Background: an optimization exercise with open tools, aiming at small area, a short achievable clock period and few clock cycles per item. Do not read the settings as production practice. At most, simulation tests tie the RTL to the original design; equivalence was not proved. Only the layout flow was run in run 5; the RTL was not checked for function there. Power figures rest on the tool's default switching activity, not on a simulated workload.

## flow/design.v

```verilog
package mpat_pkg;
  localparam int ZERO_W   = 12;
  localparam int GAIN_W   = 16;
  localparam int DEG_W    = 9;
  localparam int THR_W    = 12;
  localparam int STAGE_W  = 4;
  localparam int OUT_W    = 12;
  localparam int ANGLE_W  = 22;
  localparam int FRAC_W   = 8;
  localparam int APB_DATA_W = 32;
  localparam int APB_ADDR_W = 5;
  localparam int REG_IDX_W  = 3;
  localparam logic [REG_IDX_W-1:0] REG_ZERO_CODE      = 3'd0;
  localparam logic [REG_IDX_W-1:0] REG_GAIN_Q16       = 3'd1;
  localparam logic [REG_IDX_W-1:0] REG_STAGE_DEGREES  = 3'd2;
  localparam logic [REG_IDX_W-1:0] REG_ANGLE_OFFSET   = 3'd3;
  localparam logic [REG_IDX_W-1:0] REG_JUMP_THRESHOLD = 3'd4;
  localparam logic [REG_IDX_W-1:0] REG_MAX_STAGE      = 3'd5;
  localparam logic [ZERO_W-1:0]  RST_ZERO_CODE      = 12'd427;
  localparam logic [GAIN_W-1:0]  RST_GAIN_Q16       = 16'd2376;
  localparam logic [DEG_W-1:0]   RST_STAGE_DEGREES  = 9'd120;
  localparam logic [DEG_W-1:0]   RST_ANGLE_OFFSET   = 9'd55;
  localparam logic [THR_W-1:0]   RST_JUMP_THRESHOLD = 12'd2200;
  localparam logic [STAGE_W-1:0] RST_MAX_STAGE      = 4'd4;
  typedef struct packed {
    logic [ZERO_W-1:0]  zero_code;
    logic [GAIN_W-1:0]  gain_q16;
    logic [DEG_W-1:0]   stage_degrees;
    logic [DEG_W-1:0]   angle_offset;
    logic [THR_W-1:0]   jump_threshold;
    logic [STAGE_W-1:0] max_stage;
  } cfg_t;
endpackage
module multiturn_polar_angle_tracker #(
  parameter int SAMPLES_PER_AVERAGE = 5,
  parameter int SAMPLE_BITS         = 12
) (
  input  logic                                  clk,
  input  logic                                  rst,
  input  logic                                  psel,
  input  logic                                  penable,
  input  logic                                  pwrite,
  input  logic [mpat_pkg::APB_ADDR_W-1:0]       paddr,
  input  logic [mpat_pkg::APB_DATA_W-1:0]       pwdata,
  output logic [mpat_pkg::APB_DATA_W-1:0]       prdata,
  output logic                                  pready,
  input  logic [SAMPLE_BITS-1:0]                sample,
  input  logic                                  sample_valid,
  output logic                                  sample_stall,
  output logic signed [mpat_pkg::ANGLE_W-1:0]   angle_q8,
  output logic [mpat_pkg::STAGE_W-1:0]          stage,
  output logic [mpat_pkg::OUT_W-1:0]            average,
  output logic [mpat_pkg::OUT_W-1:0]            max_seen,
  output logic [mpat_pkg::OUT_W-1:0]            min_seen,
  output logic                                  result_valid,
  input  logic                                  result_stall
);
  logic [11:0] r_zero;
  logic [15:0] r_gain;
  logic [8:0]  r_deg;
  logic [8:0]  r_off;
  logic [11:0] r_thr;
  logic [3:0]  r_max;
  logic [2:0]  idx;
  logic        wr;
  assign idx    = paddr[4:2];
  assign wr     = psel && penable && pwrite;
  assign pready = 1'b1;
  always_ff @(posedge clk) begin
    if (rst) begin
      r_zero <= mpat_pkg::RST_ZERO_CODE;
      r_gain <= mpat_pkg::RST_GAIN_Q16;
      r_deg  <= mpat_pkg::RST_STAGE_DEGREES;
      r_off  <= mpat_pkg::RST_ANGLE_OFFSET;
      r_thr  <= mpat_pkg::RST_JUMP_THRESHOLD;
      r_max  <= mpat_pkg::RST_MAX_STAGE;
    end else if (wr) begin
      case (idx)
        3'd0:    r_zero <= pwdata[11:0];
        3'd1:    r_gain <= pwdata[15:0];
        3'd2:    r_deg  <= pwdata[8:0];
        3'd3:    r_off  <= pwdata[8:0];
        3'd4:    r_thr  <= pwdata[11:0];
        3'd5:    r_max  <= pwdata[3:0];
        default: ;
      endcase
    end
  end
  always_comb begin
    case (idx)
      3'd0:    prdata = {20'd0, r_zero};
      3'd1:    prdata = {16'd0, r_gain};
      3'd2:    prdata = {23'd0, r_deg};
      3'd3:    prdata = {23'd0, r_off};
      3'd4:    prdata = {20'd0, r_thr};
      3'd5:    prdata = {28'd0, r_max};
      default: prdata = '0;
    endcase
  end
  logic [13:0] acc;
  logic [2:0]  cnt;
  logic        take;
  logic        last;
  logic [14:0] acc_sum;
  assign take    = sample_valid && !sample_stall;
  assign last    = (cnt == 3'd4);
  assign acc_sum = {1'b0, acc} + {3'b0, sample};
  always_ff @(posedge clk) begin
    if (rst) begin
      acc <= '0;
      cnt <= '0;
    end else if (take) begin
      if (last) begin
        acc <= '0;
        cnt <= '0;
      end else begin
        acc <= acc_sum[13:0];
        cnt <= cnt + 3'd1;
      end
    end
  end
  logic [14:0] sq;
  logic        s_full;
  logic        s_half;
  logic        s_mean;
  logic        d_done;
  logic        t_done;
  logic [11:0] mean;
  function automatic logic [3:0] d5step(input logic [2:0] r, input logic b);
    logic       q;
    logic [2:0] n;
    q    = r[2] | (r[1] & (r[0] | b));
    n[0] = r[2] ? ~b : (r[1] ? (r[0] & ~b) : b);
    n[1] = r[2] ? ~b : (r[1] ? (r[0] & b) : r[0]);
    n[2] = r[2] ? b : (r[1] & ~r[0] & ~b);
    d5step = {q, n};
  endfunction
  logic [14:0] div_a;
  logic [14:0] div_b;
  always_comb begin
    logic [2:0] r;
    logic [3:0] o;
    logic [4:0] qa;
    logic [6:0] qb;
    r  = {1'b0, sq[14:13]};
    qa = '0;
    for (int i = 12; i >= 7; i--) begin
      o = d5step(r, sq[i]);
      if (i <= 11) qa[i - 7] = o[3];
      r = o[2:0];
    end
    div_a = {r, qa, sq[6:0]};
    r  = sq[14:12];
    qb = '0;
    for (int i = 6; i >= 0; i--) begin
      o = d5step(r, sq[i]);
      qb[i] = o[3];
      r = o[2:0];
    end
    div_b = {3'b0, sq[11:7], qb};
  end
  assign mean = sq[11:0];
  logic [11:0] avg_q;
  logic [3:0]  stg_q;
  logic [11:0] max_q;
  logic [11:0] min_q;
  logic        rv_q;
  logic        out_busy;
  logic        acc_res;
  logic        do_trk;
  logic        do_load;
  assign acc_res  = rv_q && !result_stall;
  logic [13:0] up_s;
  logic [13:0] up_c;
  logic [13:0] dn_s;
  logic [13:0] dn_c;
  logic [13:0] up_y;
  logic [13:0] dn_y;
  logic        up;
  logic        down;
  logic [12:0] gt_y;
  logic [12:0] lt_y;
  logic        new_max;
  logic        new_min;
  logic [3:0]  stg_next;
  always_comb begin
    logic [13:0] p;
    logic [13:0] m;
    logic [13:0] np;
    logic [13:0] nm;
    logic [13:0] nt;
    p  = {2'b0, avg_q};
    m  = {2'b0, mean};
    np = ~p;
    nm = ~m;
    nt = ~{2'b0, r_thr};
    for (int i = 0; i < 14; i++) begin
      up_s[i] = p[i] ^ nm[i] ^ nt[i];
      dn_s[i] = m[i] ^ np[i] ^ nt[i];
    end
    up_c[0] = 1'b1;
    dn_c[0] = 1'b1;
    for (int i = 1; i < 14; i++) begin
      up_c[i] = (p[i-1] & nm[i-1]) | (p[i-1] & nt[i-1]) | (nm[i-1] & nt[i-1]);
      dn_c[i] = (m[i-1] & np[i-1]) | (m[i-1] & nt[i-1]) | (np[i-1] & nt[i-1]);
    end
  end
  assign up_y    = up_s + up_c;
  assign dn_y    = dn_s + dn_c;
  assign up      = !up_y[13];
  assign down    = !dn_y[13];
  assign gt_y    = {1'b0, mean} + {1'b0, ~max_q};
  assign lt_y    = {1'b0, min_q} + {1'b0, ~mean};
  assign new_max = gt_y[12];
  assign new_min = lt_y[12];
  always_comb begin
    logic [3:0] inc_v;
    logic [3:0] dec_v;
    logic [3:0] keep_v;
    inc_v  = ({1'b0, stg_q} + 5'd1 > {1'b0, r_max}) ? 4'd0 : stg_q + 4'd1;
    dec_v  = (stg_q == 4'd0 || stg_q - 4'd1 > r_max) ? 4'd0 : stg_q - 4'd1;
    keep_v = (stg_q > r_max) ? 4'd0 : stg_q;
    if (up) begin
      stg_next = inc_v;
    end else if (down) begin
      stg_next = dec_v;
    end else begin
      stg_next = keep_v;
    end
  end
  logic signed [16:0] a_q;
  logic [13:0]        d_q;
  logic [7:0]         l_q;
  logic [1:0]         m_cnt;
  logic               m_busy;
  logic               m_idle;
  logic [12:0]        dval;
  logic [20:0]        tsum;
  logic [6:0]         dneg;
  logic [16:0]        a_init;
  assign dval = tsum[12:0];
  always_comb begin
    logic [15:0] dx;
    dx = {dval[12], dval[12], dval, 1'b0};
    for (int j = 0; j < 7; j++) begin
      dneg[j] = dx[2*j+2] & ~(dx[2*j+1] & dx[2*j]);
    end
    a_init     = '0;
    a_init[0]  = dneg[0];
    a_init[2]  = dneg[1];
    a_init[4]  = dneg[2];
    a_init[6]  = dneg[3];
    a_init[7]  = 1'b1;
    a_init[8]  = dneg[4];
    a_init[10] = dneg[5];
    a_init[12] = dneg[6];
  end
  assign m_idle  = !m_busy && (!rv_q || acc_res);
  assign do_load = s_full && s_mean && !d_done && m_idle;
  logic [3:0] fl_stg;
  logic       fl_max;
  logic       fl_min;
  logic       fl_ok;
  always_ff @(posedge clk) begin
    fl_stg <= stg_next;
    fl_max <= new_max;
    fl_min <= new_min;
  end
  assign do_trk  = s_full && s_mean && fl_ok && !t_done && !out_busy;
  logic trk_d;
  logic m_go;
  assign m_go = (m_cnt != 2'd3) || (out_busy && !trk_d);
  logic [20:0] row0;
  logic [20:0] row1;
  logic [20:0] cs_s;
  logic [20:0] cs_c;
  logic [13:0] d_next;
  logic [5:0]  enc_q;
  logic        last_q;
  logic        busy_next;
  assign busy_next = do_load || (m_busy && !(m_go && m_cnt == 2'd3));
  always_comb begin
    if (do_load) begin
      d_next = {dval, 1'b0};
    end else if (m_busy && m_go) begin
      d_next = {{4{d_q[13]}}, d_q[13:4]};
    end else begin
      d_next = d_q;
    end
  end
  function automatic logic [2:0] booth_enc(input logic [2:0] b);
    booth_enc = {b[1] ^ b[0],
                 (b[2] & ~b[1] & ~b[0]) | (~b[2] & b[1] & b[0]),
                 b[2] & ~(b[1] & b[0])};
  endfunction
  always_ff @(posedge clk) begin
    enc_q  <= busy_next ? {booth_enc(d_next[4:2]), booth_enc(d_next[2:0])} : 6'd0;
    last_q <= busy_next && (do_load ? 1'b0 : ((m_busy && m_go) ? (m_cnt == 2'd2) : (m_cnt == 2'd3)));
  end
  always_comb begin
    logic [17:0] g1;
    logic [17:0] g2;
    logic [20:0] xs;
    logic [20:0] a;
    g1 = {2'b0, r_gain};
    g2 = {1'b0, r_gain, 1'b0};
    for (int i = 0; i < 18; i++) begin
      row0[i]     = ((enc_q[2] & g1[i]) | (enc_q[1] & g2[i])) ^ enc_q[0];
      row1[i + 2] = ((enc_q[5] & g1[i]) | (enc_q[4] & g2[i])) ^ enc_q[3];
    end
    row0[20:18] = {3{enc_q[0]}};
    row1[1:0]   = 2'b00;
    row1[20]    = enc_q[3];
    xs   = {{3{x_q[13]}}, x_q, 4'b0};
    row1 = row1 | (last_q ? xs : 21'd0);
    row0 = row0 | (m_busy ? 21'd0 : {9'b0, mean});
    row1 = row1 | (m_busy ? 21'd0 : ~{9'b0, r_zero});
    a = m_busy ? 21'(a_q) : 21'd0;
    for (int i = 0; i < 21; i++) begin
      cs_s[i] = a[i] ^ row0[i] ^ row1[i];
    end
    cs_c[0] = !m_busy;
    for (int i = 1; i < 21; i++) begin
      cs_c[i] = (a[i-1] & row0[i-1]) | (a[i-1] & row1[i-1]) | (row0[i-1] & row1[i-1]);
    end
  end
  assign tsum = cs_s + cs_c;
  logic [13:0] x_q;
  logic [13:0] x_next;
  always_comb begin
    logic [13:0] r [5];
    logic [13:0] s1;
    logic [13:0] c1;
    logic [13:0] s2;
    logic [13:0] c2;
    logic [13:0] s3;
    logic [13:0] c3;
    for (int j = 0; j < 4; j++) begin
      r[j] = stg_q[j] ? (14'(r_deg) << j) : 14'd0;
    end
    r[4] = ~{5'b0, r_off};
    for (int i = 0; i < 14; i++) begin
      s1[i] = r[4][i] ^ r[0][i] ^ r[1][i];
    end
    c1[0] = 1'b1;
    for (int i = 1; i < 14; i++) begin
      c1[i] = (r[4][i-1] & r[0][i-1]) | (r[4][i-1] & r[1][i-1]) | (r[0][i-1] & r[1][i-1]);
    end
    for (int i = 0; i < 14; i++) begin
      s2[i] = s1[i] ^ c1[i] ^ r[2][i];
    end
    c2[0] = 1'b0;
    for (int i = 1; i < 14; i++) begin
      c2[i] = (s1[i-1] & c1[i-1]) | (s1[i-1] & r[2][i-1]) | (c1[i-1] & r[2][i-1]);
    end
    for (int i = 0; i < 14; i++) begin
      s3[i] = s2[i] ^ c2[i] ^ r[3][i];
    end
    c3[0] = 1'b0;
    for (int i = 1; i < 14; i++) begin
      c3[i] = (s2[i-1] & c2[i-1]) | (s2[i-1] & r[3][i-1]) | (c2[i-1] & r[3][i-1]);
    end
    x_next = s3 + c3;
  end
  always_ff @(posedge clk) begin
    x_q <= x_next;
  end
  logic [2:0] cnt_next;
  logic       s_full_next;
  always_comb begin
    cnt_next = cnt;
    if (take) cnt_next = last ? 3'd0 : cnt + 3'd1;
    s_full_next = s_full;
    if (s_full && (d_done || do_load) && (t_done || do_trk)) s_full_next = 1'b0;
    if (take && last) s_full_next = 1'b1;
  end
  always_ff @(posedge clk) begin
    if (rst) begin
      s_full       <= 1'b0;
      s_half       <= 1'b0;
      s_mean       <= 1'b0;
      d_done       <= 1'b0;
      t_done       <= 1'b0;
      sample_stall <= 1'b0;
      m_busy       <= 1'b0;
      m_cnt        <= '0;
      trk_d        <= 1'b0;
      fl_ok        <= 1'b0;
      rv_q         <= 1'b0;
      out_busy     <= 1'b0;
      avg_q        <= '0;
      stg_q        <= '0;
      max_q        <= '0;
      min_q        <= '1;
    end else begin
      s_full       <= s_full_next;
      sample_stall <= (cnt_next == 3'd4) && s_full_next;
      if (take && last) begin
        s_half <= 1'b0;
        s_mean <= 1'b0;
        d_done <= 1'b0;
        t_done <= 1'b0;
      end else begin
        if (s_full) s_half <= 1'b1;
        if (s_full && s_half) s_mean <= 1'b1;
        if (do_load) d_done <= 1'b1;
        if (do_trk) t_done <= 1'b1;
      end
      if (do_load) begin
        m_busy <= 1'b1;
        m_cnt  <= '0;
      end else if (m_busy && m_go) begin
        m_cnt <= m_cnt + 2'd1;
        if (m_cnt == 2'd3) begin
          m_busy <= 1'b0;
        end
      end
      trk_d <= do_trk;
      fl_ok <= s_full && s_mean && !do_trk;
      if (m_busy && m_go && m_cnt == 2'd3) rv_q <= 1'b1;
      else if (acc_res) rv_q <= 1'b0;
      if (do_trk) out_busy <= 1'b1;
      else if (acc_res) out_busy <= 1'b0;
      if (do_trk) begin
        avg_q <= mean;
        stg_q <= fl_stg;
        if (fl_max) max_q <= mean;
        if (fl_min) min_q <= mean;
      end
    end
  end
  always_ff @(posedge clk) begin
    if (take && last) begin
      sq <= acc_sum;
    end else if (s_full && !s_half) begin
      sq <= div_a;
    end else if (s_full && !s_mean) begin
      sq <= div_b;
    end
    d_q <= d_next;
    if (do_load) begin
      a_q <= a_init;
    end else if (m_busy && m_go) begin
      a_q <= tsum[20:4];
      l_q <= {tsum[3:0], l_q[7:4]};
    end
  end
  assign angle_q8     = (!a_q[14] && a_q[13]) ? 22'h1fffff : {a_q[13:0], l_q};
  assign stage        = stg_q;
  assign average      = avg_q;
  assign max_seen     = max_q;
  assign min_seen     = min_q;
  assign result_valid = rv_q;
endmodule
```

## flow/flow/area.abc

```
&get -n
&st
&dch
&nf
&put
```

## flow/config.mk

```make
export PLATFORM = sky130hd
export DESIGN_NAME = multiturn_polar_angle_tracker
export DESIGN_NICKNAME = multiturn_polar_angle_tracker
export VERILOG_FILES = /design/flow/design.v
export SDC_FILE = /design/flow/constraint.sdc
export NUM_CORES = 4
export LEC_CHECK = 0
export CAP_MARGIN = 20
export CORE_MARGIN = 2
export CORE_UTILIZATION = 50
export CTS_CLUSTER_DIAMETER = 120
export CTS_CLUSTER_SIZE = 20
export SETUP_SLACK_MARGIN = 3.2
export SLEW_MARGIN = 20
```

## flow/flow/run.sh

```bash
#!/bin/bash
# Layout flow: the standard ORFS flow (standard.sh's make call) with these
# changes: synthesis maps with an area-oriented ABC script (flow/area.abc)
# instead of ORFS's speed script; ports are buffered with buf_N cells given
# below; and the cells listed in EXTRA_DONT_USE are kept out of the netlist
# (added to the platform's don't-use list). Register mapping, flattening,
# renaming, floorplan, power grid, placement, CTS and routing are unchanged.
set -euo pipefail
here=$(pwd)
EXTRA_DONT_USE="sky130_fd_sc_hd__a222oi_1"
PORT_BUFFER="sky130_fd_sc_hd__buf_1"
# synthesis body: ORFS synth.tcl with the abc script argument replaced
sed 's#^source \$::env(SCRIPTS_DIR)/synth_preamble.tcl#source $::env(SCRIPTS_DIR)/synth_preamble.tcl\nset abc_args [lreplace $abc_args 1 1 $::env(MY_ABC_SCRIPT)]#' \
  "$FLOW_HOME/scripts/synth.tcl" > "$here/my_synth_body.tcl"
grep -q 'MY_ABC_SCRIPT' "$here/my_synth_body.tcl"
# The standard flow's synthesis wrapper, sourcing that body instead of ORFS's synth.tcl
sed "s#source \$::env(SCRIPTS_DIR)/synth.tcl#source $here/my_synth_body.tcl#" \
  "$here/synth_recipe.tcl" > "$here/my_synth.tcl"
grep -q 'my_synth_body.tcl' "$here/my_synth.tcl"
# the platform's don't-use list plus the extra cells
du=$(DONT_USE_CELLS="$EXTRA_DONT_USE" make -s -C "$FLOW_HOME" DESIGN_CONFIG="$here/config.mk" \
  WORK_HOME="$here/orfs" print-DONT_USE_CELLS 2> "$here/dont_use.log" | sed -n 's/^DONT_USE_CELLS: //p')
echo "$du" >> "$here/dont_use.log"
for c in $EXTRA_DONT_USE; do grep -q "$c" <<< "$du"; done
grep -q 'probe_p_8' <<< "$du"
# standard.sh with the synthesis script swapped and the don't-use list given
sed "s#SYNTH_SCRIPT=[^ ]*#SYNTH_SCRIPT=$here/my_synth.tcl ADDER_MAP_FILE= DONT_USE_CELLS=\"$du\"#" \
  "$here/standard.sh" > "$here/my_standard.sh"
grep -q 'my_synth.tcl' "$here/my_standard.sh"
export BUFFER_PORTS_ARGS="-buffer_cell $PORT_BUFFER"
export MY_ABC_SCRIPT="$here/flow/area.abc"
bash "$here/my_standard.sh" > "$here/flow.log" 2>&1
```

## flow/standard.sh

```bash
#!/bin/bash
# synth_recipe.tcl (not shown) runs the flow's synth.tcl, then flattens the netlist and writes it again
# the make line also repeats each setting of config.mk as NAME=value (left out here)
make -C /OpenROAD-flow-scripts/flow DESIGN_CONFIG=/design/flow/config.mk WORK_HOME=/design/flow/orfs CLKGATE_MAP_FILE= SYNTH_SCRIPT=/design/flow/synth_recipe.tcl "${@:-finish}"
```

## flow/constraint.sdc

```tcl
create_clock -name core_clock -period 7.0 [get_ports {clk}]
set_input_delay 1.4000 -clock core_clock [delete_from_list [all_inputs] [get_ports {clk}]]
set_output_delay 1.4000 -clock core_clock [all_outputs]
set_load 0.01 [all_outputs]
```

==> results of run 1 <==
layout make-up:
class / instances / area (um2)
tap: 341 / 426.7
timing repair buffer: 152 / 798.3
clock buffer: 20 / 394.1
clock inverter: 1 / 8.758
multi-input combinational: 1461 / 8951
fill: 2635 / 11550
sequential: 213 / 4668
inverter: 40 / 157.7
cells in the final DEF (no fill, tap or decap), drive strengths merged, types with 8 or more instances in the layout:
| master | count |
|---|---|
| o31a | 10 |
| a211oi | 23 |
| o211ai | 17 |
| o22ai | 20 |
| dfxtp | 174 |
| nand2b | 41 |
| nand2 | 251 |
| o31ai | 9 |
| nor2 | 236 |
| xnor2 | 120 |
| mux2i | 14 |
| a21o | 16 |
| clkinv | 39 |
| conb | 17 |
| nor3 | 58 |
| nand3 | 21 |
| o21a | 15 |
| xor2 | 65 |
| xnor3 | 10 |
| o21ai | 96 |
| and2 | 35 |
| a22o | 18 |
| clkbuf | 25 |
| a21oi | 112 |
| edfxtp | 39 |
| a31oi | 11 |
| and3 | 8 |
| or2 | 12 |
| nor2b | 31 |
| buf | 147 |
| a22oi | 67 |
| maj3 | 39 |
per-stage QoR:
stage	std cells	setup slack (ns)	total power, mW	utilization, %
6_report	2228	3.228	2.478	57.16
5_1_grt	2228	3.193	2.574	57.16
4_1_cts	2214	3.169	2.498	56.44
3_5_place_dp	2185	2.479	1.650	54.22
3_3_place_gp	2185	2.499	1.644	54.22
2_1_floorplan	1731	3.235	1.546	-
state kept, by name, indices dropped and copies added (netlist names), 14 cells and up:
name	count
d_q	14
sq	15
a_q	17
r_gain	16
acc	14
x_q	14
report_power, final:
group	leakage, nW	internal (mW)	total, mW	switching, mW
sequential	1.78	1.28	1.33	0.0470
combinational	3.83	0.121	0.310	0.188
clock	0.195	0.397	0.842	0.445
layer usage:
layer	part of all wire (%)	routed length [um]	GRT usage, %	up-vias
met5	0	0	0	-
met4	2.3	931	6.577	0
met3	5.3	2111	3.638	49
met2	44	17690	43.51	294
met1	48	19430	40.04	6047
li1	-	-	-	6427
cells by family (layout without fill, tap and decap cells):
group / after synthesis / after routing / synth area share (%)
and+or+nand+nor: 724 / 724 / 23.68
AOI/OAI and AO/OA: 468 / 468 / 22.29
DFF: 213 / 213 / 33.99
xor gates and xnor gates: 198 / 198 / 14.00
buffers and inverters: 57 / 213 / 2.028
adders and majority gates: 39 / 39 / 2.851
muxes: 15 / 15 / 1.106
other: 2 / 17 / 0.05485
timing repair:
action / 4_1_cts / 5_1_grt
resized for setup: 39 / 36
cloned: 1 / 0
endpoints found under the setup margin: 34 / 42
pin swaps: 12 / 4
setup buffers: 7 / 14
worst max-delay path by stage:
stage	to	depth (start not counted)
after global routing	a_q[8]$_DFFE_PP_	13
after floorplan	prdata[8]	3
after global placement	prdata[3]	5
after CTS	prdata[3]	6
final	prdata[11]	7
after detailed placement	prdata[3]	5
==> results_dict.tcl, run 1 <==
set metrics [dict create \
    status "finished clean" \
    timing.rr.end "d_q[12]$_DFFE_PP_" \
    routed_wirelength_um 40160 \
    cp_max_fo 6 \
    cp-start-kind "input port" \
    post_synth.cell_area_avg_um2 7.980 \
    worstPathCellList "buf_6, nor3b_4, buf_6, buf_8, a22oi_2, nand2_1, buf_2" \
    first_global_vias 11750 \
    ant_nets 0 \
    holdCritPathClass "register to register" \
    cts_num_sinks 213 \
    numCtsBuffers 14 \
    crit_slowest_cell "nor3b_4" \
    floorplan.rows 60 \
    clk_root_buffer_cell "clkbuf_16" \
    source_of_the_worst_hold_timing_path "fl_stg[0]$_DFF_P_" \
    critical_path.most_common_cell "buf_6" \
    floorplan.initialDensity_pct 50.81 \
    worst_setup_path_end_kind "primary output" \
    fin_tns_setup_ns 0 \
    final-max-slew-violation-count 0 \
    htree_levels 1 \
    layout_worst_path_cycle_share_pct 53.88 \
    core_region_area_um2 26950 \
    clock-skew-final_ns 0.01737 \
    setup_repair_after_global_routing_missed_its_margin "true" \
    synth-edff-count 39 \
    r2r_cells 11 \
    dieHeight_um 169.5 \
    area_delta_synth_final_pct 12.50 \
    place_hpwl_um 29210 \
    synth.ff_latch_count 213 \
    ctsLongestPathBuffers 3 \
    cp.required_ns 5.60 \
    fin_hold_ws_ns 0.4427 \
    syn_area_um2 13690 \
    boundaryPins 153 \
    die-area_um2 28730 \
    routed-via-count 12820 \
    post-synth-top-area-cell "dfxtp_1" \
    grt_remaining_overflow 0 \
    drt-initial-drc-count 920 \
    antenna_cells_inserted 0 \
    post_route_minimum_period_ns 3.772 \
    dr.pass1.iters 5 \
    die_w_um 169.5 \
    synth-seq-area-share_pct 33.99 \
    timing.max_slew.rel_slack_pct 28.72 \
    post_synth_num_cell_types 60 \
    timing.reg2reg.setup_slack_ns 3.45 \
    synth_commonest_cells "nand2_1 (251), nor2_1 (236), dfxtp_1 (174)" \
    critPathMaxStageDelay_ns 0.23 \
    yosysMostFrequentCell "nand2_1" \
    power_density_nw_per_um2 160.9 \
    fmax_mhz 265.1 \
    cap_viol_max_count 0 \
    synth_flop_cell "dfxtp_1" \
    layout.nets 1938 \
    static-leakage-power_nw 5.800 \
    synth_warn 2 \
    ir_worst_vdd_mv 0.1628 \
    report.final.setup_viol 0 \
    drc_errors 0 \
    holdPathEnd "stg_q[0]$_SDFFE_PP0P_" \
    maximum_number_of_pins_on_one_net_before_global_route_repair 82 \
    gp_routability_congestion 0.8849 \
    worst_setup_hold_path_clk_slew_ns 0.09 \
    worstSkewPairLatency_ns 0.50 \
    synth_largest_type_area_fraction_pct 25.44 \
    post_route_standard_cell_area_excluding_fillers_um2 15400 \
    crit_type "input port to primary output" \
    placement.io_buffers 117 \
    instance_count_of_the_mapped_netlist 1716 \
    worstSetupStartpoint "paddr[3]" \
    grt_pass1_wl_um 63850 \
    timing.critical_path.max_delay_family "buffers and inverters" \
    ys_async_sr_fraction_pct 0 \
    cp_data_arrival_time_ns 2.37 \
    grt_antenna_before_repair 0 \
    post_drt_via_cell_ratio 5.753 \
    measured_slew_at_the_worst_slew_check_pin_ns 1.069 \
    tritoncts "built" \
    hold_depth 1 \
    avgRoutedWirePerCell_um 18.03 \
    critical_path.n_buffers_inverters 4 \
    drive_gt1_share_pct 5.458 \
    cts-hold-fix-buffers 0 \
    groute.usage.overall_pct 27.56 \
    r2r_start "sq[2]$_DFFE_PP_" \
    final_hold_viol_count 0 \
    placed_area_um2 14610 \
    synth.area.top_cells "dfxtp_1 (25%), edfxtp_1 (8.6%), xnor2_1 (7.7%), nand2_1 (6.9%), nor2_1 (6.5%)" \
]
Testbench counts, summed over its fixed seeds: cycles 16,064, items 3,200.
==> inputs of run 2 (changes only) <==
--- a/flow/config.mk
+++ b/flow/config.mk
@@ -10,5 +10,5 @@
 export CORE_UTILIZATION = 50
 export CTS_CLUSTER_DIAMETER = 120
-export CTS_CLUSTER_SIZE = 20
+export CTS_CLUSTER_SIZE = 24
 export SETUP_SLACK_MARGIN = 3.2
 export SLEW_MARGIN = 20
==> run 2 against run 1 <==
Sequential share of layout area increased by 0.086 points. Routed wire length barely moved. Synthesized cell count unchanged. First-iteration DRC count grew 4.9%. Synthesized area stayed put. Die area unchanged. Clock power fell by 9.1%. Core utilization fell by 0.16 points. Hold slack better by 0.0020 ns. Clock skew rose by 0.0087 ns. Largest cell class unchanged.
==> results_dict.tcl, run 2 <==
set metrics [dict create \
    worst_setup_path_end_kind "primary output" \
    cp.required_ns 5.60 \
    floorplan.initialDensity_pct 50.81 \
    critical_path.most_common_cell "buf_6" \
    holdCritPathClass "register to register" \
    synth-seq-area-share_pct 33.99 \
    grt_pass1_wl_um 63960 \
    floorplan.rows 60 \
    synth.area.top_cells "dfxtp_1 (25%), edfxtp_1 (8.6%), xnor2_1 (7.7%), nand2_1 (6.9%), nor2_1 (6.5%)" \
    largest_registers "a_q (17), r_gain (16), sq (15)" \
    instance_count_of_the_mapped_netlist 1716 \
    cap_viol_max_count 0 \
    drc_errors 0 \
    synth.ff_latch_count 213 \
    die_w_um 169.5 \
    worstPathCellList "buf_6, nor3b_4, buf_6, a22oi_1, nand3_1, clkbuf_2" \
    avgRoutedWirePerCell_um 18.03 \
    critPathMaxStageDelay_ns 0.27 \
    finalWorstSetupSlack_ns 3.235 \
    dieHeight_um 169.5 \
    area_delta_synth_final_pct 12.18 \
    core_region_area_um2 26950 \
    ant_nets 0 \
    placement.io_buffers 117 \
    post-synth-top-area-cell "dfxtp_1" \
    most-common-layout-cells "nand2_1 (251), nor2_1 (234), dfxtp_1 (167), xnor2_1 (120), a21oi_1 (111)" \
    critical_path.n_buffers_inverters 3 \
    post_drt_via_cell_ratio 5.784 \
    final-max-slew-violation-count 0 \
    post-place-ws_ns 2.479 \
    cp_max_fo 8 \
    ir_worst_vdd_mv 0.1559 \
    top_register "a_q" \
    syn_area_um2 13690 \
    cp-start-kind "input port" \
    fin_tns_setup_ns 0 \
    crit_slowest_cell "a22oi_1" \
    power_density_nw_per_um2 156.4 \
    tritoncts "built" \
    grt_remaining_overflow 0 \
    place_hpwl_um 29210 \
    ys_async_sr_fraction_pct 0 \
    routed-via-count 12880 \
    htree_levels 1 \
    groute.usage.overall_pct 27.56 \
    final_hold_viol_count 0 \
    layout.nets 1937 \
    fmax_mhz 265.6 \
    gp_routability_congestion 0.8849 \
    report.final.setup_viol 0 \
    fin_hold_ws_ns 0.4446 \
    final_common_cell "nand2_1" \
    yosysMostFrequentCell "nand2_1" \
    n_fill_cell 2627 \
    timing.max_slew.rel_slack_pct 29.62 \
    ctsLongestPathBuffers 3 \
    crit_type "input port to primary output" \
    synth_flop_cell "dfxtp_1" \
    first_global_vias 11780 \
    routed_wirelength_um 40130 \
    synth-edff-count 39 \
    post_route_minimum_period_ns 3.765 \
    maximum_number_of_pins_on_one_net_before_global_route_repair 82 \
    cts_num_sinks 213 \
    clk_root_buffer_cell "clkbuf_16" \
    worst_setup_hold_path_clk_slew_ns 0.10 \
    antenna_cells_inserted 0 \
    numCtsBuffers 12 \
    cp_data_arrival_time_ns 2.36 \
    layout_worst_path_cycle_share_pct 53.78 \
    synth_warn 2 \
    synth_largest_type_area_fraction_pct 25.44 \
    post_synth_num_cell_types 60 \
    synth_commonest_cells "nand2_1 (251), nor2_1 (236), dfxtp_1 (174)" \
    worstSkewPairLatency_ns 0.49 \
    post_synth.cell_area_avg_um2 7.980 \
    clock-skew-final_ns 0.02607 \
    report.power.total_mw 2.402 \
    setup_repair_after_global_routing_missed_its_margin "true" \
    drt-initial-drc-count 965 \
    boundaryPins 153 \
    largest_reg_flops 17 \
    measured_slew_at_the_worst_slew_check_pin_ns 1.055 \
    status "finished clean" \
    dr.pass1.iters 5 \
    grt_antenna_before_repair 0 \
    drive_gt1_share_pct 5.358 \
    static-leakage-power_nw 5.789 \
    die-area_um2 28730 \
    timing.critical_path.max_delay_family "buffers and inverters" \
]
[run 2: what timing repair did]
action | in CTS | in global routing
setup buffers | 7 | 15
pin swaps | 12 | 6
hold buffers | 0 | 0
gates cloned | 1 | 0
setup endpoints to repair | 34 | 38
resized for setup | 39 | 37
[run 2: logic make-up after synthesis]
| logic type | Yosys count | share of synthesized area [%] |
|---|---|---|
| adders and majority gates | 39 | 2.851 |
| buffers and inverters | 57 | 2.028 |
| other | 2 | 0.05485 |
| DFF | 213 | 33.99 |
| xor gates and xnor gates | 198 | 14.00 |
| and+or+nand+nor | 724 | 23.68 |
| muxes | 15 | 1.106 |
| AOI/OAI and AO/OA | 468 | 22.29 |
[run 2: worst paths after layout]
| path | start | endpoint | slack [ns] | cells after the start |
|---|---|---|---|---|
| hold / removal | l_q[6]$_DFFE_PP_ | l_q[2]$_DFFE_PP_ | 0.44 | 0 |
| hold reg to reg | l_q[6]$_DFFE_PP_ | l_q[2]$_DFFE_PP_ | 0.44 | 0 |
| setup / recovery | paddr[2] | prdata[7] | 3.24 | 6 |
| setup reg to reg | sq[14]$_DFFE_PP_ | sq[0]$_DFFE_PP_ | 3.44 | 12 |
[run 2: where the power goes]
group | switching [mW] | total [mW] | leakage [nW] | internal (mW)
combinational | 0.188 | 0.310 | 3.84 | 0.122
sequential | 0.0474 | 1.33 | 1.78 | 1.28
clock | 0.421 | 0.765 | 0.169 | 0.344
total | 0.657 | 2.40 | 5.79 | 1.75
[run 2: final cells by class]
| type | count | area [um2] | share of cell area (%) |
|---|---|---|---|
| inverter | 40 | 155.1 | 1.010 |
| timing repair buffer | 153 | 822.0 | 5.351 |
| clock inverter | 1 | 5.005 | 0.03258 |
| clock buffer | 17 | 340.3 | 2.216 |
| multi-input combinational | 1461 | 8944 | 58.22 |
| tap | 341 | 426.7 | 2.778 |
| sequential | 213 | 4668 | 30.39 |
[run 2: per-layer routing]
layer  track usage (%)  up-vias  share of wire [%]
met5                 0        -                  0
met4             7.061        0                2.6
met3             3.521       48                5.5
met2             43.14      337                 44
met1             40.23     6061                 48
li1                  -     6429                  -
[run 2: metrics by stage]
step | instances | util [%] | instance area (um2)
after floorplan | 1731 | - | 13770
after global placement | 2185 | 54.22 | 14610
after detailed placement | 2185 | 54.22 | 14610
after CTS | 2211 | 56.22 | 15150
after global routing | 2226 | 57.00 | 15360
final | 2226 | 57.00 | 15360
[run 2: worst register-to-register path: stages (launching register included)]
cell and delay, ns:
edfxtp_1 0.54, and2_0 0.26, or4_1 0.51, o21ai_1 0.30
nor2_1 0.07, a22oi_1 0.32, nand3b_1 0.15, a21boi_0 0.33
o21ai_0 0.15, a21oi_1 0.26, a211o_1 0.17, a21oi_1 0.06
a31o_1 0.20
==> inputs of run 3 (changes only) <==
--- a/flow/config.mk
+++ b/flow/config.mk
@@ -8,7 +8,7 @@
 export CAP_MARGIN = 20
 export CORE_MARGIN = 2
-export CORE_UTILIZATION = 50
+export CORE_UTILIZATION = 40
 export CTS_CLUSTER_DIAMETER = 120
-export CTS_CLUSTER_SIZE = 24
-export SETUP_SLACK_MARGIN = 3.2
+export CTS_CLUSTER_SIZE = 20
+export SETUP_SLACK_MARGIN = 3.3
 export SLEW_MARGIN = 20
==> run 3 against run 2 <==
Still clean on timing, DRC and antenna. Count of clock-buffer cells in the layout grew 4. Hold slack gained 0.0061 ns. Non-clock buffer count grew 3. Routed wire length grew 2.5%. Register-to-register slack is essentially flat. Worst setup slack lost 0.033 ns. Clock power grew 12%. Design area grew 3.0%. Critical path type unchanged. Critical endpoint is now prdata[8]. Highest routed layer unchanged.
==> results_dict.tcl, run 3 <==
set metrics [dict create \
    status "finished clean" \
    routed-via-count 12920 \
    comb_power_share_pct 12.9 \
    area_delta_synth_final_pct 15.60 \
    layout.nets 1942 \
    dr.pass1.iters 5 \
    routed_wirelength_um 41150 \
    timing.max_slew.rel_slack_pct 40.32 \
    synth-seq-area-share_pct 33.99 \
    cts-hold-fix-buffers 0 \
    groute.usage.overall_pct 22.51 \
    final_hold_viol_count 0 \
    synth.area.top_cells "dfxtp_1 (25%), edfxtp_1 (8.6%), xnor2_1 (7.7%), nand2_1 (6.9%), nor2_1 (6.5%)" \
    boundaryPins 153 \
    dieHeight_um 189.0 \
    placed_area_um2 14720 \
    most-common-layout-cells "nand2_1 (246), nor2_1 (235), dfxtp_1 (164), xnor2_1 (118), a21oi_1 (111)" \
    power.internal_mw 1.813 \
    cp_data_arrival_time_ns 2.40 \
    drc_errors 0 \
    floorplan.initialDensity_pct 40.73 \
    grt_util_met3_pct 3.614 \
    antenna_cells_inserted 0 \
    clk_root_buffer_cell "clkbuf_16" \
    die_w_um 189.0 \
    post-place-ws_ns 2.429 \
    post_route_minimum_period_ns 3.797 \
    yosysMostFrequentCell "nand2_1" \
    static-leakage-power_nw 5.932 \
    synth-edff-count 39 \
    largest_registers "a_q (17), r_gain (16), sq (15)" \
    clock-skew-final_ns 0.01314 \
    cp_max_fo 6 \
    ant_nets 0 \
    grt_remaining_overflow 0 \
    synth_largest_type_area_fraction_pct 25.44 \
    post_synth.cell_area_avg_um2 7.980 \
    synth.ff_latch_count 213 \
    drt-initial-drc-count 844 \
    proportion_of_power_drawn_by_the_clock_network_pct 34.2 \
    worstPathCellList "buf_12, buf_6, nor3b_4, buf_6, a22oi_1, nand3_1, buf_2" \
    synth_commonest_cells "nand2_1 (251), nor2_1 (236), dfxtp_1 (174)" \
    post-synth-top-area-cell "dfxtp_1" \
    gr-max-usage-layer "met2" \
    final_common_cell "nand2_1" \
    instance_count_of_the_mapped_netlist 1716 \
    post_drt_via_cell_ratio 5.520 \
    syn_area_um2 13690 \
    critPathMaxStageDelay_ns 0.28 \
    timing.critical_path.max_delay_family "buffers and inverters" \
    cap_viol_max_count 0 \
    ctsLongestPathBuffers 3 \
    met2_capacity_usage_during_global_routing_pct 36.15 \
    floorplan.rows 67 \
    cp-start-kind "input port" \
    power.share.sequential_pct 52.9 \
    holdCritPathClass "register to register" \
    power_density_nw_per_um2 158.1 \
    worst_setup_path_end_kind "primary output" \
    post_route_standard_cell_area_excluding_fillers_um2 15830 \
    first_global_vias 11990 \
    crit_type "input port to primary output" \
    htree_levels 1 \
    die-area_um2 35730 \
    fin_tns_setup_ns 0 \
    worst_setup_hold_path_clk_slew_ns 0.08 \
    measured_slew_at_the_worst_slew_check_pin_ns 0.8939 \
    cp.required_ns 5.60 \
    worstSkewPairLatency_ns 0.50 \
    net-switching-power_mw 0.6886 \
    critical_path.n_buffers_inverters 4 \
    avgRoutedWirePerCell_um 17.58 \
    tritoncts "built" \
    layout_worst_path_cycle_share_pct 54.25 \
    place_hpwl_um 29950 \
    largest_reg_flops 17 \
    core_region_area_um2 33620 \
    crit_slowest_cell "nor3b_4" \
    ir_worst_vdd_mv 0.1261 \
    top_register "a_q" \
    drive_gt1_share_pct 7.135 \
    ys_async_sr_fraction_pct 0 \
    switching_share_pct 27.52 \
    grt_pass1_wl_um 64930 \
    fmax_mhz 263.3 \
    synth_warn 2 \
    cts_num_sinks 213 \
    final-max-slew-violation-count 0 \
    critical_path.most_common_cell "buf_6" \
    numCtsBuffers 14 \
    grt_antenna_before_repair 0 \
    gp_routability_congestion 0.8701 \
    use_met1_pct 30.98 \
    post_synth_num_cell_types 60 \
    maximum_number_of_pins_on_one_net_before_global_route_repair 65 \
    placement.io_buffers 117 \
    report.final.setup_viol 0 \
    finalWorstSetupSlack_ns 3.203 \
    synth_flop_cell "dfxtp_1" \
    setup_repair_after_global_routing_missed_its_margin "true" \
]
[run 3: changes by cell type in the layout (fill, tap and decap cells not counted), moves of 4 or more]
cell,change
clkinvlp_4,+4
a22oi_1,-6
nand2_1,-5
buf_6,+10
dfxtp_4,+6
a22oi_2,+6
nand2_4,+4
clkbuf_2,-4
[run 3: metal layers]
layer / up-vias / part of all wire (%)
li1: 6447 / -
met5: - / 0
met4: 0 / 2.7
met3: 54 / 6.2
met2: 343 / 45
met1: 6072 / 46
[run 3: cell families (layout without fill, tap and decap cells)]
group / after synthesis / count (layout) / share of synthesized area (%)
and+or+nand+nor: 724 / 724 / 23.68
AOI/OAI and AO/OA: 468 / 468 / 22.29
DFF: 213 / 213 / 33.99
xor gates and xnor gates: 198 / 198 / 14.00
buffers and inverters: 57 / 218 / 2.028
adders and majority gates: 39 / 39 / 2.851
muxes: 15 / 15 / 1.106
other: 2 / 17 / 0.05485
[run 3: area by class of cell]
type                    instances  area, um2
clock inverters                 1      7.507
repair buffers                156      932.1
multi-input cells            1461       9070
flip-flops and latches        213       4687
inverters                      40      163.9
well taps                     448      560.5
clock buffers                  21      407.9
fillers                      3378      17790
[run 3: per-stage QoR]
step | cells | hold WS (ns) | total power, mW | utilization (%)
floorplan | 1731 | 0.4168 | 1.546 | -
global placement | 2288 | 0.4281 | 1.644 | 43.79
detailed placement | 2288 | 0.4326 | 1.651 | 43.79
CTS | 2327 | 0.4514 | 2.517 | 46.21
global route | 2340 | 0.4668 | 2.598 | 47.09
finish | 2340 | 0.4508 | 2.502 | 47.09
[run 3: power groups by stage]
stage	combinational, mW	clock (mW)	sequential [mW]
6_report	0.323	0.856	1.32
5_1_grt	0.360	0.910	1.33
4_1_cts	0.317	0.876	1.32
3_5_place_dp	0.298	0	1.35
3_3_place_gp	0.293	0	1.35
2_1_floorplan	0.212	0	1.33
[run 3: path summary, 6_finish.rpt]
path | from | endpoint | slack [ns] | depth (start not counted)
max | paddr[4] | prdata[8] | 3.20 | 7
min | l_q[6]$_DFFE_PP_ | l_q[2]$_DFFE_PP_ | 0.45 | 0
min reg2reg | l_q[6]$_DFFE_PP_ | l_q[2]$_DFFE_PP_ | 0.45 | 0
max reg2reg | sq[6]$_DFFE_PP_ | sq[0]$_DFFE_PP_ | 3.45 | 13
[run 3: timing repair]
action / CTS / global route
buffers inserted: 16 / 12
gates resized for setup: 77 / 50
endpoints found under the setup margin: 37 / 44
pin swaps: 15 / 6
cloned: 1 / 0
==> inputs of run 4 (changes only) <==
--- a/flow/config.mk
+++ b/flow/config.mk
@@ -9,6 +9,7 @@
 export CORE_MARGIN = 2
 export CORE_UTILIZATION = 40
-export CTS_CLUSTER_DIAMETER = 120
-export CTS_CLUSTER_SIZE = 20
-export SETUP_SLACK_MARGIN = 3.3
+export CTS_BUF_LIST = sky130_fd_sc_hd__clkbuf_8
+export CTS_CLUSTER_DIAMETER = 100
+export CTS_CLUSTER_SIZE = 14
+export SETUP_SLACK_MARGIN = 3.15
 export SLEW_MARGIN = 20
==> run 4 against run 3 <==
Still clean. Sequential power hardly changed. Synthesized area did not move. Sequential cell count stayed put. Critical path type unchanged. Critical endpoint is now prdata[3]. Largest power group unchanged.
==> results_dict.tcl, run 4 <==
set metrics [dict create \
    cts_num_sinks 213 \
    grt_remaining_overflow 0 \
    switching_share_pct 28.90 \
    final_hold_viol_count 0 \
    top_register "a_q" \
    layout.nets 1942 \
    boundaryPins 153 \
    worst_setup_hold_path_clk_slew_ns 0.10 \
    ant_nets 0 \
    cp-start-kind "input port" \
    setup_repair_after_global_routing_missed_its_margin "true" \
    maximum_number_of_pins_on_one_net_before_global_route_repair 65 \
    area_delta_synth_final_pct 12.74 \
    die-area_um2 35730 \
    post-synth-top-area-cell "dfxtp_1" \
    tritoncts "built" \
    avgRoutedWirePerCell_um 17.49 \
    floorplan.rows 67 \
    measured_slew_at_the_worst_slew_check_pin_ns 1.015 \
    clk_root_buffer_cell "clkbuf_8" \
    post_drt_via_cell_ratio 5.531 \
    worstSkewPairLatency_ns 0.57 \
    floorplan.initialDensity_pct 40.73 \
    power.share.sequential_pct 55.3 \
    routed-via-count 12960 \
    dieHeight_um 189.0 \
    drt-initial-drc-count 840 \
    syn_area_um2 13690 \
    numCtsBuffers 19 \
    crit_type "input port to primary output" \
    clock-skew-final_ns 0.04291 \
    die_w_um 189.0 \
    largest_reg_flops 17 \
    synth-edff-count 39 \
    drc_errors 0 \
    drive_gt1_share_pct 4.908 \
    critical_path.n_buffers_inverters 3 \
    power.internal_mw 1.702 \
    report.final.setup_viol 0 \
    antenna_cells_inserted 0 \
    status "finished clean" \
    htree_levels 1 \
    static-leakage-power_nw 5.748 \
    n_fill_cell 3355 \
    cp_data_arrival_time_ns 2.43 \
    most-common-layout-cells "nand2_1 (251), nor2_1 (235), dfxtp_1 (166), xnor2_1 (119), a21oi_1 (111)" \
    groute.usage.overall_pct 22.26 \
    final-max-slew-violation-count 0 \
    grt_pass1_wl_um 64490 \
    synth_warn 2 \
    cp.required_ns 5.60 \
    holdCritPathClass "register to register" \
    fin_tns_setup_ns 0 \
    power_density_nw_per_um2 155.0 \
    yosysMostFrequentCell "nand2_1" \
    synth.area.top_cells "dfxtp_1 (25%), edfxtp_1 (8.6%), xnor2_1 (7.7%), nand2_1 (6.9%), nor2_1 (6.5%)" \
    ir_worst_vdd_mv 0.1113 \
    ys_async_sr_fraction_pct 0 \
    post_route_minimum_period_ns 3.829 \
    net-switching-power_mw 0.6916 \
    placement.io_buffers 117 \
    worst_setup_path_end_kind "primary output" \
    routed_wirelength_um 40990 \
    critPathMaxStageDelay_ns 0.24 \
    synth_commonest_cells "nand2_1 (251), nor2_1 (236), dfxtp_1 (174)" \
    ctsLongestPathBuffers 3 \
    proportion_of_power_drawn_by_the_clock_network_pct 31.7 \
    synth_flop_cell "dfxtp_1" \
    worstPathCellList "clkbuf_4, nor3b_4, buf_6, a22oi_1, nand3_1, buf_1" \
    core_region_area_um2 33620 \
    layout_worst_path_cycle_share_pct 54.70 \
    synth-seq-area-share_pct 33.99 \
    timing.critical_path.max_delay_family "buffers and inverters" \
    crit_slowest_cell "nor3b_4" \
    cap_viol_max_count 0 \
    cp_max_fo 8 \
    dr.pass1.iters 6 \
    synth.ff_latch_count 213 \
    report.power.total_mw 2.393 \
    post_synth.cell_area_avg_um2 7.980 \
    grt_antenna_before_repair 0 \
    post_synth_num_cell_types 60 \
    instance_count_of_the_mapped_netlist 1716 \
    first_global_vias 11970 \
    comb_power_share_pct 13.0 \
    timing.max_slew.rel_slack_pct 32.30 \
    gp_routability_congestion 0.8769 \
    fmax_mhz 261.2 \
    final_common_cell "nand2_1" \
    place_hpwl_um 29910 \
    synth_largest_type_area_fraction_pct 25.44 \
    largest_registers "a_q (17), r_gain (16), sq (15)" \
]
[run 4: area by class of cell]
type	instances	area [um2]	area share, %
Clock inverter	10	71.32	0.4620
Clock buffer	20	275.3	1.783
Sequential cell	213	4672	30.26
Timing Repair Buffer	151	767.0	4.968
Inverter	40	163.9	1.062
Tap cell	448	560.5	3.631
Multi-Input combinational cell	1461	8927	57.83
[run 4: logic make-up (layout without fill, tap and decap cells)]
kind of cell | count (synthesis) | count (layout) | synth area share (%)
DFF | 213 | 213 | 33.99
adders and majority gates | 39 | 39 | 2.851
and+or+nand+nor | 724 | 724 | 23.68
xor gates and xnor gates | 198 | 198 | 14.00
other | 2 | 17 | 0.05485
muxes | 15 | 15 | 1.106
AOI/OAI and AO/OA | 468 | 468 | 22.29
buffers and inverters | 57 | 221 | 2.028
[run 4: worst paths after layout]
check | to | cells after the start | startpoint | slack (ns)
worst min register to register | stg_q[1]$_SDFFE_PP0P_ | 1 | fl_stg[1]$_DFF_P_ | 0.45
worst min-delay path | stg_q[1]$_SDFFE_PP0P_ | 1 | fl_stg[1]$_DFF_P_ | 0.45
worst max register to register | x_q[12]$_DFF_P_ | 9 | stg_q[2]$_SDFFE_PP0P_ | 3.38
worst max-delay path | prdata[3] | 6 | paddr[3] | 3.17
[run 4: per-layer routing]
metal | up-vias | share of wire, % | global-route usage, %
met5 | - | 0 | 0
met4 | 0 | 2.5 | 5.829
met3 | 49 | 5.9 | 3.133
met2 | 334 | 45 | 36.25
met1 | 6139 | 47 | 30.91
li1 | 6437 | - | -
[run 4: power groups by stage]
stage               logic, mW  clock network [mW]  registers [mW]
finish                  0.311               0.758            1.32
global route            0.347               0.814            1.33
CTS                     0.303               0.778            1.32
detailed placement      0.298                   0            1.35
global placement        0.292                   0            1.35
floorplan               0.212                   0            1.33
[run 4: timing repair]
| action | 4_1_cts | 5_1_grt |
|---|---|---|
| hold buffers | 0 | 0 |
| resized for setup | 17 | 39 |
| setup buffers | 3 | 20 |
| setup endpoints to repair | 25 | 34 |
| gates cloned | 0 | 1 |
| pin swaps | 1 | 5 |
[run 4: worst register-to-register path: stages (launching register included)]
cell and delay, ns:
dfxtp_1 0.96, nand2_1 0.20, maj3_1 0.44, xnor3_1 0.39, xnor2_1 0.16, o21ai_0 0.43
a41o_1 0.33, a31oi_1 0.14, o31ai_1 0.33, xnor2_1 0.16
[run 4: per-stage QoR]
stage / utilization (%) / setup slack (ns) / hold WS, ns / instance area [um2] / std cells
2_1_floorplan: - / 3.199 / 0.4168 / 13770 / 1731
3_3_place_gp: 43.78 / 2.548 / 0.4284 / 14720 / 2289
3_5_place_dp: 43.79 / 2.517 / 0.4349 / 14720 / 2289
4_1_cts: 45.08 / 3.149 / 0.4429 / 15160 / 2322
5_1_grt: 45.92 / 3.074 / 0.4645 / 15440 / 2343
6_report: 45.92 / 3.171 / 0.4452 / 15440 / 2343
==> inputs of run 5 (changes only) <==
--- a/flow/design.v
+++ b/flow/design.v
@@ -171,8 +171,4 @@
   logic        do_load;
   assign acc_res  = rv_q && !result_stall;
-  logic [13:0] up_s;
-  logic [13:0] up_c;
-  logic [13:0] dn_s;
-  logic [13:0] dn_c;
   logic [13:0] up_y;
   logic [13:0] dn_y;
@@ -184,30 +180,9 @@
   logic        new_min;
   logic [3:0]  stg_next;
-  always_comb begin
-    logic [13:0] p;
-    logic [13:0] m;
-    logic [13:0] np;
-    logic [13:0] nm;
-    logic [13:0] nt;
-    p  = {2'b0, avg_q};
-    m  = {2'b0, mean};
-    np = ~p;
-    nm = ~m;
-    nt = ~{2'b0, r_thr};
-    for (int i = 0; i < 14; i++) begin
-      up_s[i] = p[i] ^ nm[i] ^ nt[i];
-      dn_s[i] = m[i] ^ np[i] ^ nt[i];
-    end
-    up_c[0] = 1'b1;
-    dn_c[0] = 1'b1;
-    for (int i = 1; i < 14; i++) begin
-      up_c[i] = (p[i-1] & nm[i-1]) | (p[i-1] & nt[i-1]) | (nm[i-1] & nt[i-1]);
-      dn_c[i] = (m[i-1] & np[i-1]) | (m[i-1] & nt[i-1]) | (np[i-1] & nt[i-1]);
-    end
-  end
-  assign up_y    = up_s + up_c;
-  assign dn_y    = dn_s + dn_c;
+  logic [20:0] tsum;
+  assign up_y    = tsum[13:0] + ~{2'b0, r_thr};
+  assign dn_y    = tsum[13:0] + {2'b0, r_thr};
   assign up      = !up_y[13];
-  assign down    = !dn_y[13];
+  assign down    = dn_y[13];
   assign gt_y    = {1'b0, mean} + {1'b0, ~max_q};
   assign lt_y    = {1'b0, min_q} + {1'b0, ~mean};
@@ -236,8 +211,7 @@
   logic               m_idle;
   logic [12:0]        dval;
-  logic [20:0]        tsum;
   logic [6:0]         dneg;
   logic [16:0]        a_init;
-  assign dval = tsum[12:0];
+  assign dval = {1'b0, mean} - {1'b0, r_zero};
   always_comb begin
     logic [15:0] dx;
@@ -278,4 +252,5 @@
   logic [5:0]  enc_q;
   logic        last_q;
+  logic        idle_q;
   logic        busy_next;
   assign busy_next = do_load || (m_busy && !(m_go && m_cnt == 2'd3));
@@ -297,4 +272,5 @@
     enc_q  <= busy_next ? {booth_enc(d_next[4:2]), booth_enc(d_next[2:0])} : 6'd0;
     last_q <= busy_next && (do_load ? 1'b0 : ((m_busy && m_go) ? (m_cnt == 2'd2) : (m_cnt == 2'd3)));
+    idle_q <= !busy_next;
   end
   always_comb begin
@@ -314,11 +290,10 @@
     xs   = {{3{x_q[13]}}, x_q, 4'b0};
     row1 = row1 | (last_q ? xs : 21'd0);
-    row0 = row0 | (m_busy ? 21'd0 : {9'b0, mean});
-    row1 = row1 | (m_busy ? 21'd0 : ~{9'b0, r_zero});
-    a = m_busy ? 21'(a_q) : 21'd0;
+    row0 = row0 | (idle_q ? ~{9'b0, mean} : 21'd0);
+    a = idle_q ? {9'b0, avg_q} : 21'(a_q);
     for (int i = 0; i < 21; i++) begin
       cs_s[i] = a[i] ^ row0[i] ^ row1[i];
     end
-    cs_c[0] = !m_busy;
+    cs_c[0] = idle_q;
     for (int i = 1; i < 21; i++) begin
       cs_c[i] = (a[i-1] & row0[i-1]) | (a[i-1] & row1[i-1]) | (row0[i-1] & row1[i-1]);
@@ -417,5 +392,5 @@
       end
       trk_d <= do_trk;
-      fl_ok <= s_full && s_mean && !do_trk;
+      fl_ok <= s_full && s_mean && idle_q && !do_trk;
       if (m_busy && m_go && m_cnt == 2'd3) rv_q <= 1'b1;
       else if (acc_res) rv_q <= 1'b0;
--- a/flow/flow/run.sh
+++ b/flow/flow/run.sh
@@ -25,5 +25,5 @@
 grep -q 'probe_p_8' <<< "$du"
 # standard.sh with the synthesis script swapped and the don't-use list given
-sed "s#SYNTH_SCRIPT=[^ ]*#SYNTH_SCRIPT=$here/my_synth.tcl ADDER_MAP_FILE= DONT_USE_CELLS=\"$du\"#" \
+sed "s#SYNTH_SCRIPT=[^ ]*#SYNTH_SCRIPT=$here/my_synth.tcl DONT_USE_CELLS=\"$du\"#" \
   "$here/standard.sh" > "$here/my_standard.sh"
 grep -q 'my_synth.tcl' "$here/my_standard.sh"
--- a/flow/config.mk
+++ b/flow/config.mk
@@ -9,7 +9,6 @@
 export CORE_MARGIN = 2
 export CORE_UTILIZATION = 40
-export CTS_BUF_LIST = sky130_fd_sc_hd__clkbuf_8
-export CTS_CLUSTER_DIAMETER = 100
-export CTS_CLUSTER_SIZE = 14
-export SETUP_SLACK_MARGIN = 3.15
+export CTS_CLUSTER_DIAMETER = 120
+export CTS_CLUSTER_SIZE = 24
+export SETUP_SLACK_MARGIN = 3.0
 export SLEW_MARGIN = 20
==> run 5 against run 4 <==
Via count shrank 3.2%. Non-clock buffer count increased by 16. Combinational power down 4%. Clock power increased by 8.6%. Global-route usage up 0.68 points. Synthesized cell count down 5.4%.
==> results_dict.tcl, run 5 <==
set metrics [dict create \
    status "finished clean" \
    cp_max_fo 9 \
    die_w_um 191.1 \
    layout.nets 2036 \
    fin_tns_setup_ns 0 \
    cap_viol_max_count 0 \
    source_of_the_worst_hold_timing_path "l_q[6]$_DFFE_PP_" \
    grt_pass1_wl_um 66260 \
    dr.pass1.iters 6 \
    area_delta_synth_final_pct 17.25 \
    synth_flop_cell "dfxtp_1" \
    critPathMaxStageDelay_ns 0.44 \
    place_hpwl_um 31490 \
    instance_count_of_the_mapped_netlist 1624 \
    groute.usage.overall_pct 22.94 \
    htree_levels 1 \
    ctsLongestPathBuffers 3 \
    placement.io_buffers 117 \
    holdCritPathClass "register to register" \
    syn_area_um2 14000 \
    ys_async_sr_fraction_pct 0 \
    top_register "a_q" \
    avgRoutedWirePerCell_um 18.67 \
    power_density_nw_per_um2 148.1 \
    n_fill_cell 3445 \
    floorplan.initialDensity_pct 40.54 \
    routed_wirelength_um 42310 \
    drt-initial-drc-count 910 \
    final_common_cell "nand2_1" \
    largest_registers "a_q (17), r_gain (16), sq (15)" \
    static-leakage-power_nw 6.382 \
    drive_gt1_share_pct 8.780 \
    timing.rr.end "fl_stg[2]$_DFF_P_" \
    worstPathCellList "buf_12, mux2_1, ha_1, ha_4, fa_2, xor2_2, ha_1, nor4_2, nand3_1, o311ai_2, a21oi_1, or3_1, a21oi_2, o21ai_2, xnor2_2, buf_6, buf_6, a32oi_1, mux2i_1" \
    synth_largest_type_area_fraction_pct 25.02 \
    grt_remaining_overflow 0 \
    largest_reg_flops 17 \
    most-common-layout-cells "nand2_1 (217), dfxtp_1 (160), nor2_1 (145), a21oi_1 (133), buf_1 (115)" \
    fmax_mhz 219.6 \
    crit_type "register to register" \
    post_route_minimum_period_ns 4.553 \
    tritoncts "built" \
    fin_hold_ws_ns 0.4521 \
    hold_depth 0 \
    timing.max_slew.rel_slack_pct 29.56 \
    r2r_cells 19 \
    synth-edff-count 39 \
    first_global_vias 11960 \
    final-max-slew-violation-count 0 \
    crit_slowest_cell "fa_2" \
    cp_data_arrival_time_ns 4.92 \
    worst_setup_hold_path_clk_slew_ns 0.12 \
    dieHeight_um 191.1 \
    cp.required_ns 7.37 \
    maximum_number_of_pins_on_one_net_before_global_route_repair 93 \
    post_drt_via_cell_ratio 5.537 \
    finalCoreUtilization_pct 47.53 \
    gp_routability_congestion 0.9085 \
    drc_errors 0 \
    floorplan.rows 68 \
    synth_commonest_cells "nand2_1 (221), dfxtp_1 (175), nor2_1 (149)" \
    post_synth.cell_area_avg_um2 8.622 \
    numCtsBuffers 13 \
    post_synth_num_cell_types 59 \
    final_hold_viol_count 0 \
    timing.reg2reg.setup_slack_ns 2.45 \
    die-area_um2 36520 \
    report.final.setup_viol 0 \
    r2r_start "idle_q$_DFF_P_" \
    layout_worst_path_cycle_share_pct 65.04 \
    cp-start-kind "register" \
    routed-via-count 12550 \
    ir_worst_vdd_mv 0.1228 \
    measured_slew_at_the_worst_slew_check_pin_ns 1.057 \
    cts_num_sinks 214 \
    worst_setup_path_end_kind "register" \
    synth.ff_latch_count 214 \
    synth.area.top_cells "dfxtp_1 (25%), ha_1 (12%), edfxtp_1 (8.4%), fa_1 (6.6%), nand2_1 (5.9%)" \
    yosysMostFrequentCell "nand2_1" \
    worstSkewPairLatency_ns 0.51 \
    ant_nets 0 \
    synth-seq-area-share_pct 33.38 \
    grt_antenna_before_repair 0 \
    clock-skew-final_ns 0.03088 \
    setup_repair_after_global_routing_missed_its_margin "true" \
    holdPathEnd "l_q[2]$_DFFE_PP_" \
    antenna_cells_inserted 0 \
    boundaryPins 153 \
    clk_root_buffer_cell "clkbuf_16" \
    synth_warn 2 \
    core_region_area_um2 34540 \
    post-synth-top-area-cell "dfxtp_1" \
    worstSetupStartpoint "idle_q$_DFF_P_" \
    cts-hold-fix-buffers 0 \
]
[run 5: changes by cell type in the layout (fill, tap and decap cells not counted), sizes merged, moves of 19 or more]
| cell | before | now |
|---|---|---|
| ha | 0 | 130 |
| nor2 | 236 | 149 |
| maj3 | 39 | 0 |
| nand2 | 251 | 221 |
| xor2 | 65 | 42 |
| buf | 146 | 165 |
| fa | 0 | 46 |
| clkinv | 36 | 109 |
| a21oi | 112 | 143 |
| xnor2 | 120 | 35 |
[run 5: through the flow]
step	total power, mW	std cells	setup WS (ns)	cell area (um2)
2_1_floorplan	1.523	1639	2.897	14230
3_3_place_gp	1.625	2206	1.786	15210
3_5_place_dp	1.632	2206	1.755	15220
4_1_cts	2.456	2251	2.450	16050
5_1_grt	2.542	2266	2.289	16420
6_report	2.432	2266	2.447	16420
[run 5: timing repair]
item	in CTS	in global routing
endpoints found under the setup margin	19	24
pin swaps	29	27
gates resized for setup	52	55
buffers inserted	23	15
hold endpoints to repair	0	0
[run 5: layer usage]
layer	global-route usage, %	routed length [um]	up-vias	share of wire, %
met2	37.64	19830	367	47
li1	-	-	6118	-
met4	5.355	977	0	2.3
met3	2.699	2276	58	5.4
met5	0	0	-	0
met1	32.22	19220	6004	45
[run 5: where the power goes]
part	total [mW]	internal [mW]	switching (mW)
registers	1.31	1.28	0.0313
clock network	0.823	0.363	0.460
logic	0.298	0.112	0.186
total	2.43	1.76	0.677
[run 5: cell type report]
class                   instances  area, um2  share of cell area, %
flip-flops and latches        214       4711                  28.69
clock inverters                 3      41.29                 0.2515
inverters                     108      411.6                  2.507
multi-input cells            1300       9478                  57.73
clock buffers                  19      347.8                  2.119
repair buffers                167      858.3                  5.228
well taps                     455      569.3                  3.468
[run 5: worst max path at each step]
stage | endpoint | slack [ns] | cells past startpoint
after global routing | fl_stg[1]$_DFF_P_ | 2.29 | 21
after floorplan | fl_stg[2]$_DFF_P_ | 2.90 | 20
after global placement | fl_stg[3]$_DFF_P_ | 1.79 | 19
after CTS | fl_stg[1]$_DFF_P_ | 2.45 | 21
after detailed placement | fl_stg[3]$_DFF_P_ | 1.75 | 19
final | fl_stg[2]$_DFF_P_ | 2.45 | 19
[run 5: critical path: cells and delay by family (launching register included)]
family | cells | cell delay [ns]
DFF | 1 | 0.41
AOI/OAI and AO/OA | 5 | 0.63
muxes | 2 | 0.42
adders and majority gates | 4 | 1.31
and+or+nand+nor | 3 | 0.70
xor gates and xnor gates | 2 | 0.54
buffers and inverters | 3 | 0.42
[run 5: logic make-up (layout without fill, tap and decap cells)]
kind of cell | count (synthesis) | in the layout | synth area share (%)
AOI/OAI and AO/OA | 466 | 466 | 21.00
xor gates and xnor gates | 77 | 77 | 4.816
adders and majority gates | 176 | 176 | 18.19
buffers and inverters | 125 | 297 | 3.807
DFF | 214 | 214 | 33.38
muxes | 19 | 19 | 1.421
other | 2 | 17 | 0.05363
and+or+nand+nor | 545 | 545 | 17.33

==> static timing again, ports no longer ideal <==
The flow's constraints put no driver on any port. The routed layouts listed below were extracted and timed again, unchanged, in two steps.
Step 1 (the two cells are an assumption about what drives the block):
set clk [get_ports {clk}]
set_driving_cell -lib_cell sky130_fd_sc_hd__clkbuf_16 $clk
set_driving_cell -lib_cell sky130_fd_sc_hd__buf_2 [delete_from_list [all_inputs] $clk]
Step 2 times the ports against the registers' clock, not the clock port: input delays grow and output delays shrink by t, the midpoint of the rising clock arrivals with the driver on.
Slacks: no drivers / after step 1 / after step 2; pairs: no drivers / after step 1.
run	t (ns)	slack for setup (ns)	clock arrival spread, ns	cell pins on the clock port's net
run 1	0.538	3.228 / 3.198 / 3.087	0.019 / 0.019	1
run 2	0.530	3.235 / 3.200 / 3.085	0.027 / 0.027	1
run 3	0.540	3.203 / 3.145 / 3.074	0.016 / 0.016	1
run 4	0.593	3.171 / 3.125 / 3.040	0.043 / 0.043	1
run 5	0.542	2.447 / 2.447 / 2.447	0.033 / 0.033	1
After both steps every run listed still meets setup and hold. For run 2, which loses most, drivers alone change the setup slack by -0.035 ns; drivers and shift together by -0.150 ns.
